What follows belongs to an exercise in optimizing a design on an open flow for a short achievable clock period and few clock cycles per item; a production flow would make more cautious choices. The RTL was checked by simulation tests, not by an equivalence proof against the original design.

== indigo ==
## pn_top
module pn_top (
    input  logic               clk,
    input  logic               rst_n,
    input  logic               in_valid,
    input  pn_pkg::mode_t      mode,
    input  logic               operator,
    input  pn_pkg::tok_field_t in,
    output logic               out_valid,
    output pn_pkg::result_t    out
);
    pn_pkg::seq_state_t state;
    pn_pkg::seq_state_t state_d;
    logic               pre_q;           
    pn_pkg::tok_idx_t   wr;              
    pn_pkg::tok_idx_t   rp;              
    pn_pkg::tok_idx_t   ridx;            
    logic               live;            
    logic               clear;           
    logic               p_clear;
    logic               s_clear;
    logic               cur_pre;
    logic               a_op, b_op;
    pn_pkg::tok_field_t a_val, b_val;
    logic               q_empty;
    logic               h_valid, h_op;
    pn_pkg::tok_field_t h_val;
    logic               consume;
    logic               p_consume, p_root_now, p_done, p_malformed, p_busy;
    pn_pkg::val_t       p_root_val, p_res;
    logic               replay;
    logic               s_valid, s_op, s_consume, s_busy;
    pn_pkg::tok_field_t s_val;
    pn_pkg::val_t       s_result;
    logic               ended;
    logic               q_empty_after;
    logic               fire_post, fire_pre, fire_rep, fire;
    logic               fallback;
    pn_pkg::val_t       fire_val;
    assign live    = in_valid && (state == pn_pkg::IDLE || state == pn_pkg::RECEIVE);
    assign cur_pre = (state == pn_pkg::IDLE) || pre_q;
    assign clear   = out_valid || state == pn_pkg::REJECT;    
    assign p_clear = clear || (state == pn_pkg::RECEIVE && !pre_q);
    assign s_clear = clear || (state == pn_pkg::RECEIVE &&  pre_q);
    assign replay  = (state == pn_pkg::REPLAY);
    pn_token_buffer i_token_buffer (
        .clk    (clk),
        .wr_en  (live),
        .wr_idx (wr),
        .wr_op  (operator),
        .wr_val (in),
        .rd_a   (rp),
        .a_op   (a_op),
        .a_val  (a_val),
        .rd_b   (ridx),
        .b_op   (b_op),
        .b_val  (b_val)
    );
    assign q_empty = (rp == wr);
    assign h_valid = q_empty ? live : (state == pn_pkg::RECEIVE || state == pn_pkg::DRAIN);
    assign h_op    = q_empty ? operator : a_op;
    assign h_val   = q_empty ? in       : a_val;
    pn_prefix_eval i_prefix_eval (
  ...
Size: ~7400 cells after synthesis, roughly 700 flip-flops, roughly 0.063 sq mm of cells after synthesis.
==> module pn_prefix_eval, before the edit <==
module pn_prefix_eval (
    input  logic               clk,
    input  logic               rst_n,
    input  logic               clear,       
    input  logic               tok_valid,   
    input  logic               tok_op,
    input  pn_pkg::tok_field_t tok_val,
    output logic               consume,     
    output logic               root_now,    
    output pn_pkg::val_t       root_val,
    output logic               done,        
    output pn_pkg::val_t       res,
    output logic               malformed,
    output logic               busy         
);
    localparam int FD = pn_pkg::FRM_DEPTH;
    pn_pkg::tok_field_t f_op  [FD];         
    logic               f_has [FD];         
    logic               f_raw [FD];         
    logic               f_kx  [FD];         
    logic               f_ka  [FD];
    pn_pkg::val_t       f_l   [FD];
    pn_pkg::val_t       f_lt;               
    logic [2:0]         fcnt;
    pn_pkg::val_t       cval;               
    logic               mp;                 
    pn_pkg::val_t       operand;
    pn_pkg::val_t       full_p;
    pn_pkg::val_t       r_chain;
    pn_pkg::val_t       r_small [8];
    pn_pkg::val_t       r_tok;
    pn_pkg::val_t       r;
    logic               tok_operand;
    logic               stall;
    logic               reduce;
    logic               fill;
    logic               push;
    logic               bad;
    pn_mul_stage i_mul (.clk(clk), .x(f_l[0]), .y(cval), .prod(full_p));
    assign operand     = pn_pkg::val_t'(tok_val);
    assign consume     = tok_valid && !busy;
    assign tok_operand = consume && !tok_op && !done;
    assign stall   = busy && !mp && f_op[0] == pn_pkg::OP_MUL && !f_raw[0];
    always_comb begin
        pn_pkg::val_t s, ns, fast;
        s  = f_l[0] + cval;
        ns = (~f_l[0]) + (~cval) + pn_pkg::val_t'(2);
        case (f_op[0])
            pn_pkg::OP_ADD:     fast = s;
            pn_pkg::OP_SUB:     fast = f_l[0] - cval;
            pn_pkg::OP_MUL:     fast = pn_pkg::mul_op(cval, f_l[0][1:0], f_kx[0], f_ka[0]);
            pn_pkg::OP_ABS_SUM: fast = s[pn_pkg::VAL_W-1] ? ns : s;
            default:            fast = '0;
        endcase
        r_chain = mp ? full_p : fast;
    end
    logic [pn_pkg::VAL_W-4:0] lh, lh_inc, lh_dec;
    pn_pkg::val_t             m3, m5, m7;
    pn_pkg::val_t             r_add [8];         
    pn_pkg::val_t             r_sub [8];         
    pn_pkg::val_t             r_mul [8];         
    pn_pkg::val_t             r_abs [8];         
    assign lh     = f_lt[pn_pkg::VAL_W-1:3];
    assign lh_inc = lh + 1'b1;
    assign lh_dec = lh - 1'b1;
    assign m3     = f_lt + (f_lt << 1);
    assign m5     = f_lt + (f_lt << 2);
    assign m7     = (f_lt << 3) - f_lt;
    assign r_mul[0] = '0;
    assign r_mul[1] = f_lt;
    assign r_mul[2] = f_lt << 1;
    assign r_mul[3] = m3;
    assign r_mul[4] = f_lt << 2;
    assign r_mul[5] = m5;
    assign r_mul[6] = m3 << 1;
    assign r_mul[7] = m7;
    for (genvar k = 0; k < 8; k++) begin : g_small
        logic [3:0] lo_add, lo_sub;
        assign lo_add   = {1'b0, f_lt[2:0]} + 4'(k);
        assign lo_sub   = {1'b0, f_lt[2:0]} - 4'(k);
        assign r_add[k] = {lo_add[3] ? lh_inc : lh, lo_add[2:0]};
        assign r_sub[k] = {lo_sub[3] ? lh_dec : lh, lo_sub[2:0]};
        if (k == 0) begin : g_k0
            assign r_abs[k] = r_add[0][pn_pkg::VAL_W-1] ? ~r_sub[1] : r_add[0];
        end else begin : g_kn
            assign r_abs[k] = r_add[k][pn_pkg::VAL_W-1] ? ~r_add[k-1] : r_add[k];
        end
    end
    always_comb begin
        for (int k = 0; k < 8; k++) begin
            case (f_op[0])
                pn_pkg::OP_ADD:     r_small[k] = r_add[k];
                pn_pkg::OP_SUB:     r_small[k] = r_sub[k];
                pn_pkg::OP_MUL:     r_small[k] = r_mul[k];
                pn_pkg::OP_ABS_SUM: r_small[k] = r_abs[k];
                default:            r_small[k] = '0;
            endcase
        end
        r_tok = r_small[tok_val];
    end
    assign reduce = (busy && !stall) || (tok_operand && fcnt != '0 && f_has[0]);
    assign fill   = tok_operand && fcnt != '0 && !f_has[0];
    assign push   = consume && tok_op && !done && fcnt != 3'(FD);
    assign bad    = consume && (done || (tok_op && fcnt == 3'(FD)));
    assign r      = busy ? r_chain : r_tok;
    assign root_now = (reduce && fcnt == 3'd1) || (tok_operand && fcnt == '0);
    assign root_val = reduce ? r : operand;
    always_ff @(posedge clk) begin
        if (reduce) begin
            for (int i = 0; i < FD - 1; i++) begin
                f_op[i]  <= f_op[i+1];
                f_has[i] <= f_has[i+1];
                f_raw[i] <= f_raw[i+1];
                f_kx[i]  <= f_kx[i+1];
                f_ka[i]  <= f_ka[i+1];
                f_l[i]   <= f_l[i+1];
            end
            f_lt <= f_l[1];
            if (!f_has[1]) begin
                f_has[0] <= 1'b1;
                f_raw[0] <= 1'b0;
                f_l[0]   <= r;
                f_lt     <= r;
            end
            cval <= r;
        end else if (push) begin
            f_op[0]  <= tok_val;
            f_has[0] <= 1'b0;
            f_lt     <= '0;                 
            for (int i = 1; i < FD; i++) begin
                f_op[i]  <= f_op[i-1];
                f_has[i] <= f_has[i-1];
                f_raw[i] <= f_raw[i-1];
                f_kx[i]  <= f_kx[i-1];
                f_ka[i]  <= f_ka[i-1];
                f_l[i]   <= f_l[i-1];
            end
        end else if (fill) begin
            f_has[0] <= 1'b1;
            f_raw[0] <= 1'b1;
            f_kx[0]  <= tok_val[2] ^ tok_val[1];
            f_ka[0]  <= tok_val[2] & tok_val[1];
            f_l[0]   <= operand;
            f_lt     <= operand;
        end
        if (root_now)
            res <= root_val;
    end
    always_ff @(posedge clk or negedge rst_n) begin
        if (!rst_n) begin
            fcnt      <= '0;
            busy      <= 1'b0;
            done      <= 1'b0;
            malformed <= 1'b0;
            mp        <= 1'b0;
        end else if (clear) begin
            fcnt      <= '0;
            busy      <= 1'b0;
            done      <= 1'b0;
            malformed <= 1'b0;
            mp        <= 1'b0;
        end else begin
            mp <= stall;
            if (reduce) begin
                fcnt <= fcnt - 1'b1;
                busy <= (fcnt != 3'd1) && f_has[1];
            end else if (push) begin
                fcnt <= fcnt + 1'b1;
            end
            if (root_now)
                done <= 1'b1;
            if (bad)
                malformed <= 1'b1;
        end
    end
endmodule
export LEC_CHECK = 0
export CAP_MARGIN = 20
export CORE_MARGIN = 2
export CORE_UTILIZATION = 40
export SLEW_MARGIN = 20
create_clock -name core_clock -period 11.0 [get_ports {clk}]
standard.sh (not shown) runs the stock make flow with config.mk's settings and CLKGATE_MAP_FILE= SYNTH_SCRIPT=/design/flow/synth_recipe.tcl, a recipe that flattens the netlist after the stock synthesis.
==> flow/flow/run.sh <==
#!/bin/bash
set -euo pipefail
bash standard.sh SETUP_SLACK_MARGIN=8 finish > standard_flow.log 2>&1
Every stage of the flow completed for indigo, and the final layout passed the timing, design-rule and antenna checks.
Testbench counts of indigo, summed over its fixed seeds: cycles 35,588, exprs 3,200.
### indigo -> xenon
--- a/flow/design.v
+++ b/flow/design.v
@@ -247,9 +247,9 @@
     output logic               malformed,
     output logic               busy         
 );
     localparam int FD = pn_pkg::FRM_DEPTH;
-    pn_pkg::tok_field_t f_op  [FD];         
+    logic [3:0]         f_op  [FD];         
     logic               f_has [FD];         
     logic               f_raw [FD];         
     logic               f_kx  [FD];         
     logic               f_ka  [FD];
@@ -273,20 +273,17 @@
     pn_mul_stage i_mul (.clk(clk), .x(f_l[0]), .y(cval), .prod(full_p));
     assign operand     = pn_pkg::val_t'(tok_val);
     assign consume     = tok_valid && !busy;
     assign tok_operand = consume && !tok_op && !done;
-    assign stall   = busy && !mp && f_op[0] == pn_pkg::OP_MUL && !f_raw[0];
+    assign stall   = busy && !mp && f_op[0][2] && !f_raw[0];
     always_comb begin
         pn_pkg::val_t s, ns, fast;
         s  = f_l[0] + cval;
         ns = (~f_l[0]) + (~cval) + pn_pkg::val_t'(2);
-        case (f_op[0])
-            pn_pkg::OP_ADD:     fast = s;
-            pn_pkg::OP_SUB:     fast = f_l[0] - cval;
-            pn_pkg::OP_MUL:     fast = pn_pkg::mul_op(cval, f_l[0][1:0], f_kx[0], f_ka[0]);
-            pn_pkg::OP_ABS_SUM: fast = s[pn_pkg::VAL_W-1] ? ns : s;
-            default:            fast = '0;
-        endcase
+        fast = ({pn_pkg::VAL_W{f_op[0][0]}} & s) |
+               ({pn_pkg::VAL_W{f_op[0][1]}} & (f_l[0] - cval)) |
+               ({pn_pkg::VAL_W{f_op[0][2]}} & pn_pkg::mul_op(cval, f_l[0][1:0], f_kx[0], f_ka[0])) |
+               ({pn_pkg::VAL_W{f_op[0][3]}} & (s[pn_pkg::VAL_W-1] ? ns : s));
         r_chain = mp ? full_p : fast;
     end
     logic [pn_pkg::VAL_W-4:0] lh, lh_inc, lh_dec;
     pn_pkg::val_t             m3, m5, m7;
@@ -321,15 +318,12 @@
         end
     end
     always_comb begin
         for (int k = 0; k < 8; k++) begin
-            case (f_op[0])
-                pn_pkg::OP_ADD:     r_small[k] = r_add[k];
-                pn_pkg::OP_SUB:     r_small[k] = r_sub[k];
-                pn_pkg::OP_MUL:     r_small[k] = r_mul[k];
-                pn_pkg::OP_ABS_SUM: r_small[k] = r_abs[k];
-                default:            r_small[k] = '0;
-            endcase
+            r_small[k] = ({pn_pkg::VAL_W{f_op[0][0]}} & r_add[k]) |
+                         ({pn_pkg::VAL_W{f_op[0][1]}} & r_sub[k]) |
+                         ({pn_pkg::VAL_W{f_op[0][2]}} & r_mul[k]) |
+                         ({pn_pkg::VAL_W{f_op[0][3]}} & r_abs[k]);
         end
         r_tok = r_small[tok_val];
     end
     assign reduce = (busy && !stall) || (tok_operand && fcnt != '0 && f_has[0]);
@@ -357,9 +351,10 @@
                 f_lt     <= r;
             end
             cval <= r;
         end else if (push) begin
-            f_op[0]  <= tok_val;
+            f_op[0]  <= {tok_val == pn_pkg::OP_ABS_SUM, tok_val == pn_pkg::OP_MUL,
+                         tok_val == pn_pkg::OP_SUB,     tok_val == pn_pkg::OP_ADD};
             f_has[0] <= 1'b0;
             f_lt     <= '0;                 
             for (int i = 1; i < FD; i++) begin
                 f_op[i]  <= f_op[i-1];
[summary]
xenon: PASS, flow complete, no timing, DRC or antenna violations. The lower wire length on met2 of indigo and xenon is in xenon. Most frequent standard cell in the layout excluding fill and tap cells = sky130_fd_sc_hd__nand2_1: indigo; most frequent standard cell in the layout excluding fill and tap cells = sky130_fd_sc_hd__buf_4: xenon. Routed length per instance, indigo and xenon: larger value in indigo. Going from indigo to xenon, synthesized-area fraction occupied by adder cells saw little to no change; data arrival at the endpoint of the critical path saw an increase. Cmp xenon vs indigo: number of cells on the critical path higher in xenon.
Testbench counts of xenon, summed over its fixed seeds: cycles 35,588, exprs 3,200.

what the ideal ports hide:
Ports are ideal in the flow. The routed layouts listed here were re-timed in OpenROAD. Step 1, drivers: a clkbuf_16 drives clk and a buf_2 each remaining input, both assumed. Step 2, shift: input delay + t, output delay - t, t = (earliest + latest rising clock arrival at the registers) / 2. This alone moves slack from input paths to output paths. Three values: no drivers, after step 1, after step 2; two values: the first two.
| run | t (ns) | setup slack, ns | worst hold slack (ns) | latest minus earliest clock arrival (ns) | cell pins on the clock port's net |
|---|---|---|---|---|---|
| indigo | 0.818 | 6.806 / 6.806 / 6.112 | 0.458 / 0.458 / 0.458 | 0.041 / 0.041 | 1 |
| xenon | 0.776 | 6.460 / 6.460 / 6.086 | 0.446 / 0.446 / 0.446 | 0.042 / 0.042 | 1 |
After both steps every run listed still meets setup and hold. The setup slack of indigo, which loses most, moves by 0.000 ns with the drivers and by -0.694 ns with both steps.
